Context: an optimization exercise on an open-source flow, tuned for small area. The choices shown serve that exercise and are no tape-out recipe. The RTL was checked by simulation tests, not by an equivalence proof against the original design. No activity file was given, so power comes from the tool's default toggle rates.

Setup of exp/delta:
==> flow/design.v (excerpt) <==
module vdc_top (
	input  logic          clk,
	input  logic          reset,
	input  logic          cs,            
	input  logic          we,            
	input  logic [7:0]    db_in,
	input  logic [6:0]    direct_reg,    
	input  logic [3:0]    rgbi,          
	output logic [7:0]    db_out,
	output logic          hsync,
	output logic          vsync,
	output logic          irq,
	output vdc_pkg::rgb_t rgb
);
Size in the first run: about 530 flip-flops, about 58 I/O pins, about 0.021 mm2 of cells after synthesis.
clock: 8.0 ns
lec_check: 0
cap_margin: 0
core_margin: 2
core_utilization: 40
cts_buf_list: sky130_fd_sc_hd__clkbuf_8
cts_cluster_diameter: 50
cts_cluster_size: 16
slew_margin: 0
standard.sh (not shown) runs the stock make flow with config.mk's settings and CLKGATE_MAP_FILE= SYNTH_SCRIPT=/design/flow/synth_recipe.tcl, a recipe that flattens the netlist after the stock synthesis.
==> flow/flow/run.sh <==
#!/bin/bash
# The standard layout (standard.sh, all steps) with three changes:
#  - synthesis maps the logic with an area-oriented ABC script (abc.script beside this
#    file), run from a copy of ORFS's scripts folder that differs only in that script;
#    flip-flops are mapped before ABC runs, so the registers are those of the standard
#    synthesis
#  - ports are buffered with the smallest buffer
#  - clock tree synthesis inserts no dummy loads
set -euo pipefail
work=$(pwd)
rm -rf "$work/scripts"
cp -r "$FLOW_HOME/scripts" "$work/scripts"
cp "$work/flow/abc.script" "$work/scripts/abc_speed.script"
export BUFFER_PORTS_ARGS="-buffer_cell sky130_fd_sc_hd__buf_1"
export CTS_ARGS="-sink_clustering_enable -repair_clock_nets -sink_clustering_size 20 -sink_clustering_max_diameter 70 -buf_list sky130_fd_sc_hd__clkbuf_8 -dont_use_dummy_load"
bash standard.sh "SCRIPTS_DIR=$work/scripts" finish > "$work/standard.log" 2>&1
==> flow/flow/abc.script <==
&get -n
&st
&dch -f
&nf -R 1000 -p -F 10 -A 10 -C 32
&put
exp/delta finished every stage and its layout cleared the timing, DRC and antenna checks.
Inputs modified between exp/delta and exp/harbor:
==> flow/flow/run.sh <==
#!/bin/bash
# Standard layout, with two changes: ports are buffered with the smallest
# buffer, and clock tree synthesis inserts no dummy loads.
set -euo pipefail
export BUFFER_PORTS_ARGS="-buffer_cell sky130_fd_sc_hd__buf_1"
export CTS_ARGS="-sink_clustering_enable -repair_clock_nets -sink_clustering_size 30 -sink_clustering_max_diameter 60 -buf_list sky130_fd_sc_hd__clkbuf_16 -dont_use_dummy_load"
bash standard.sh > standard.log 2>&1
removed: flow/flow/abc.script
## What came out
Higher final period utilization among exp/delta and exp/harbor: exp/delta. Of the two candidates, exp/delta has the worse smallest setup slack after layout and exp/harbor the better one. Taking exp/harbor as 1.0, exp/delta lands at 0.853 on total area of multi-input combinational cells. Run comparison: exp/harbor start point of the critical path direct_reg[3]; exp/delta start point of the critical path direct_reg[0]. exp/harbor vs exp/delta — area of all placed cells without fillers rose 0.0012 mm2. On global-route met2 utilization: between exp/delta and exp/harbor, it ends up higher for exp/delta. The run showing the greater tightest slew margin relative to the limit is exp/harbor. Re routed wire length: exp/delta and exp/harbor aren't equal, and the higher value belongs to exp/harbor. Sum of met3 wire segment lengths after detailed routing (exp/delta / exp/harbor): 0.62.
The inputs of exp/nickel differ from those of exp/harbor as listed below.
==> flow/flow/run.sh <==
#!/bin/bash
# The standard layout (standard.sh, all steps) with three changes:
#  - synthesis maps the logic with an area-oriented ABC script (abc.script beside this
#    file), run from a copy of ORFS's scripts folder that differs only in that script;
#    flip-flops are mapped before ABC runs, so the registers are those of the standard
#    synthesis
#  - ports are buffered with the smallest buffer
#  - clock tree synthesis inserts no dummy loads
set -euo pipefail
work=$(pwd)
rm -rf "$work/scripts"
cp -r "$FLOW_HOME/scripts" "$work/scripts"
cp "$work/flow/abc.script" "$work/scripts/abc_speed.script"
export BUFFER_PORTS_ARGS="-buffer_cell sky130_fd_sc_hd__buf_1"
export CTS_ARGS="-sink_clustering_enable -repair_clock_nets -sink_clustering_size 16 -sink_clustering_max_diameter 100 -buf_list sky130_fd_sc_hd__clkbuf_8 -dont_use_dummy_load"
bash standard.sh "SCRIPTS_DIR=$work/scripts" finish > "$work/standard.log" 2>&1
==> flow/flow/abc.script (new file) <==
&get -n
&st
&dch -f
&nf -R 1000 -p -F 10 -A 10 -C 32
&put
==> run notes <==
exp/nickel vs. exp/harbor: synthesized instance count went down by 215. Compared with exp/harbor, exp/nickel shows a lower all-layer global routing usage. Diff exp/harbor -> exp/nickel: total via count in the routed design lost 1456, number of gates on the worst path with buffers counted picked up an extra 5, depth of the most critical reg-to-reg path has increased. In the flow results for exp/harbor and exp/nickel, the final period demand of the worst path is smaller on exp/harbor. Portion of the layout cell area used by clock cells: exp/harbor and exp/nickel compared, lower one is exp/nickel. STATUS first-pass GRT wire length: exp/nickel wins against exp/harbor. A timing startpoint of the critical path of direct_reg[0] is what exp/nickel shows, while direct_reg[3] belongs to exp/harbor. In the tables for exp/harbor and exp/nickel, CTS clock-pin slew for the worst setup and hold paths reads higher with exp/nickel. The final reports for exp/nickel and exp/harbor show finished layout cell area lower in the former.
diff inputs: exp/nickel => exp/violet
==> flow/flow/run.sh <==
#!/bin/bash
# Standard layout, with two changes: ports are buffered with the smallest
# buffer, and clock tree synthesis inserts no dummy loads.
set -euo pipefail
export BUFFER_PORTS_ARGS="-buffer_cell sky130_fd_sc_hd__buf_1"
export CTS_ARGS="-sink_clustering_enable -repair_clock_nets -sink_clustering_size 16 -sink_clustering_max_diameter 100 -buf_list sky130_fd_sc_hd__clkbuf_8 -dont_use_dummy_load"
bash standard.sh > standard.log 2>&1
removed: flow/flow/abc.script
Results
- Compared with exp/nickel, in exp/violet average vias per placed instance went up by 0.22, number of search-and-repair iterations in the first detailed-routing pass dropped 2, pin count of the biggest net entering global routing shrank by 10, number of library cell types mapped by synthesis grew by about 74%, relative contribution of combinational cells to total power went up 1.0 points.
- Going from exp/nickel to exp/violet, wire length on met2 climbed about 6%; largest fanout of any net on the critical path now larger; number of vias after detailed routing increased 11%; combinational power climbed about 16%.
> inputs changed (exp/violet -> exp/xenon)
==> flow/flow/run.sh <==
#!/bin/bash
# The standard layout (standard.sh, all steps) with three changes:
#  - synthesis maps the logic with an area-oriented ABC script (abc.script beside this
#    file), run from a copy of ORFS's scripts folder that differs only in that script;
#    flip-flops are mapped before ABC runs, so the registers are those of the standard
#    synthesis
#  - ports are buffered with the smallest buffer
#  - clock tree synthesis inserts no dummy loads
set -euo pipefail
work=$(pwd)
rm -rf "$work/scripts"
cp -r "$FLOW_HOME/scripts" "$work/scripts"
cp "$work/flow/abc.script" "$work/scripts/abc_speed.script"
export BUFFER_PORTS_ARGS="-buffer_cell sky130_fd_sc_hd__buf_1"
export CTS_ARGS="-sink_clustering_enable -repair_clock_nets -sink_clustering_size 16 -sink_clustering_max_diameter 100 -buf_list sky130_fd_sc_hd__clkbuf_8 -dont_use_dummy_load"
bash standard.sh "SCRIPTS_DIR=$work/scripts" finish > "$work/standard.log" 2>&1
==> flow/flow/abc.script (new file) <==
&get -n
&st
&dch -f
&nf -R 1000 -p
&put
buffer -c
topo
stime -c
upsize -c
dnsize -c
Notes after the runs:
- Per the final summary, exp/xenon finished and its layout is clean on timing, DRC and antenna.
- ~same clock distribution power in exp/violet and exp/xenon
- Proportion of cell area occupied by registers: higher on exp/xenon
- Synthesized-area fraction occupied by ao, oa, aoi and oai cells (exp/xenon over exp/violet): decrease, 0.44 points
- Changes observed in exp/xenon relative to exp/violet: share of power burned in registers went up 0.5 points, total number of vias moved down.
- Going from exp/violet to exp/xenon, total power consumption of the routed design decreased by 0.89% relative to the old numbers; wire length decreased by 12% relative to the old numbers.
### exp/xenon -> exp/umber
diff --git a/flow/flow/run.sh b/flow/flow/run.sh
--- a/flow/flow/run.sh
+++ b/flow/flow/run.sh
@@ -15 +15 @@
-export CTS_ARGS="-sink_clustering_enable -repair_clock_nets -sink_clustering_size 16 -sink_clustering_max_diameter 100 -buf_list sky130_fd_sc_hd__clkbuf_8 -dont_use_dummy_load"
+export CTS_ARGS="-sink_clustering_enable -repair_clock_nets -sink_clustering_size 16 -sink_clustering_max_diameter 70 -buf_list sky130_fd_sc_hd__clkbuf_8 -dont_use_dummy_load"
==> flow/flow/abc.script <==
&get -n
&st
&dch -f
&nf -R 1000 -p -F 10 -A 10 -C 32
&put
### Flow results
- exp/umber against exp/xenon: first-iteration DRC count flat, total met2 wirelength after detailed routing went up, post-DP HPWL rose 3.8%.
- In exp/umber the non-clock buffer count turned out 9 higher than in exp/xenon.
- Per the comparison of exp/umber with exp/xenon, final hold slack grew by 0.0054 ns; clock network power share up 0.7 points; portion of total power attributed to combinational logic lost 0.7 points; final worst-path cycle share grew by 9.7 points; x dimension of the die went down.
- When exp/umber is measured against exp/xenon, its die span in y turns out 2.2 um lower.
- Higher length of routed met3 wiring was reported by exp/xenon, not exp/umber.

* * *

Another version of the RTL of vdc_top (not shown whole).
Size in the first run: roughly 1,200 cells after synthesis, roughly 530 flip-flops.
export LEC_CHECK = 0
export CAP_MARGIN = 10
export CORE_MARGIN = 2
export CORE_UTILIZATION = 50
export PLACE_DENSITY = 0.75
export SLEW_MARGIN = 10
create_clock -name core_clock -period 8.0 [get_ports {clk}]
==> flow/flow/run.sh <==
#!/bin/bash
# The standard layout (standard.sh, all steps) with three changes:
#  - synthesis maps the logic with an area-oriented ABC script (abc.script beside this
#    file), run from a copy of ORFS's scripts folder that differs only in that script;
#    flip-flops are mapped before ABC runs, so the registers are those of the standard
#    synthesis; the adder step is skipped, so ABC also maps the few adders and
#    comparators as plain logic
#  - ports are buffered with the smallest buffer
#  - clock tree synthesis inserts no dummy loads
set -euo pipefail
work=$(pwd)
rm -rf "$work/scripts"
cp -r "$FLOW_HOME/scripts" "$work/scripts"
cp "$work/flow/abc.script" "$work/scripts/abc_speed.script"
export BUFFER_PORTS_ARGS="-buffer_cell sky130_fd_sc_hd__buf_1"
export CTS_ARGS="-sink_clustering_enable -repair_clock_nets -sink_clustering_size 18 -sink_clustering_max_diameter 55 -buf_list sky130_fd_sc_hd__clkbuf_8 -dont_use_dummy_load"
bash standard.sh "SCRIPTS_DIR=$work/scripts" "ADDER_MAP_FILE=" finish > "$work/standard.log" 2>&1
==> flow/flow/abc.script <==
&get -n
&st
&dch -f
&nf -R 1000 -p -F 10 -A 10 -C 32
&put
Edit:
--- a/flow/flow/run.sh
+++ b/flow/flow/run.sh
@@ -14,4 +14,4 @@
 cp "$work/flow/abc.script" "$work/scripts/abc_speed.script"
 export BUFFER_PORTS_ARGS="-buffer_cell sky130_fd_sc_hd__buf_1"
-export CTS_ARGS="-sink_clustering_enable -repair_clock_nets -sink_clustering_size 18 -sink_clustering_max_diameter 55 -buf_list sky130_fd_sc_hd__clkbuf_8 -dont_use_dummy_load"
+export CTS_ARGS="-sink_clustering_enable -repair_clock_nets -sink_clustering_size 16 -sink_clustering_max_diameter 70 -buf_list sky130_fd_sc_hd__clkbuf_8 -dont_use_dummy_load"
 bash standard.sh "SCRIPTS_DIR=$work/scripts" "ADDER_MAP_FILE=" finish > "$work/standard.log" 2>&1
CORE_UTILIZATION = 60   (was 50)
PLACE_DENSITY = 0.85   (was 0.75)
The changed run produced a clean layout.
Routed wire length goes down by 1.3%.
Total power came out lower by 0.61%.
Clock skew came out lower by 0.0071 ns.
Design area came out lower by about 0.6%.
Die area went down by about 16%.
Edit:
CORE_UTILIZATION = 50   (was 60)
PLACE_DENSITY = 0.75   (was 0.85)
=> Count of clock-buffer cells in the layout stays the same; register-to-register slack gets worse by 0.36 ns; via count fell by about 0.8%; fmax fell by 7.1%; core utilization fell by 11 points; routed wire length rose by about 1%; first-iteration DRC count fell by 6.4%; hold slack barely changes; clock power barely changes; synthesized area stays the same.

==> static timing again, ports no longer ideal <==
The flow's constraints put no driver on any port. The routed layouts listed below were extracted and timed again, unchanged, in two steps.
Step 1 sets driving cells, clkbuf_16 on the clock port and buf_2 on the other inputs (assumed; they add their load-dependent delay and slew).
Step 2 times the ports against the registers' clock, not the clock port: input delays grow and output delays shrink by t, the midpoint of the rising clock arrivals with the driver on.
a / b / c = ideal / step 1 / step 2; a / b = the first two.
run | shift t [ns] | setup WS [ns] | latest minus earliest clock arrival (ns) | cell pins on the clock port's net
exp/delta | 0.651 | 2.153 / 2.124 / 1.473 | 0.085 / 0.085 | 1
exp/harbor | 0.615 | 3.559 / 3.595 / 2.980 | 0.108 / 0.108 | 1
exp/nickel | 0.657 | 2.192 / 2.153 / 1.496 | 0.100 / 0.100 | 1
exp/violet | 0.684 | 3.653 / 3.679 / 2.994 | 0.080 / 0.081 | 1
exp/xenon | 0.660 | 2.897 / 2.851 / 2.191 | 0.064 / 0.064 | 1
exp/umber | 0.665 | 2.123 / 2.092 / 1.427 | 0.117 / 0.117 | 1
the first run of note 2 | 0.617 | 2.981 / 2.981 / 2.624 | 0.084 / 0.085 | 1
the second run of note 2 | 0.616 | 3.311 / 3.311 / 2.970 | 0.088 / 0.088 | 1
the third run of note 2 | 0.632 | 2.950 / 2.950 / 2.588 | 0.056 / 0.056 | 1
After both steps setup and hold are still met in every run listed. The setup slack of exp/xenon, which loses most, moves by -0.046 ns with the drivers and by -0.706 ns with both steps.
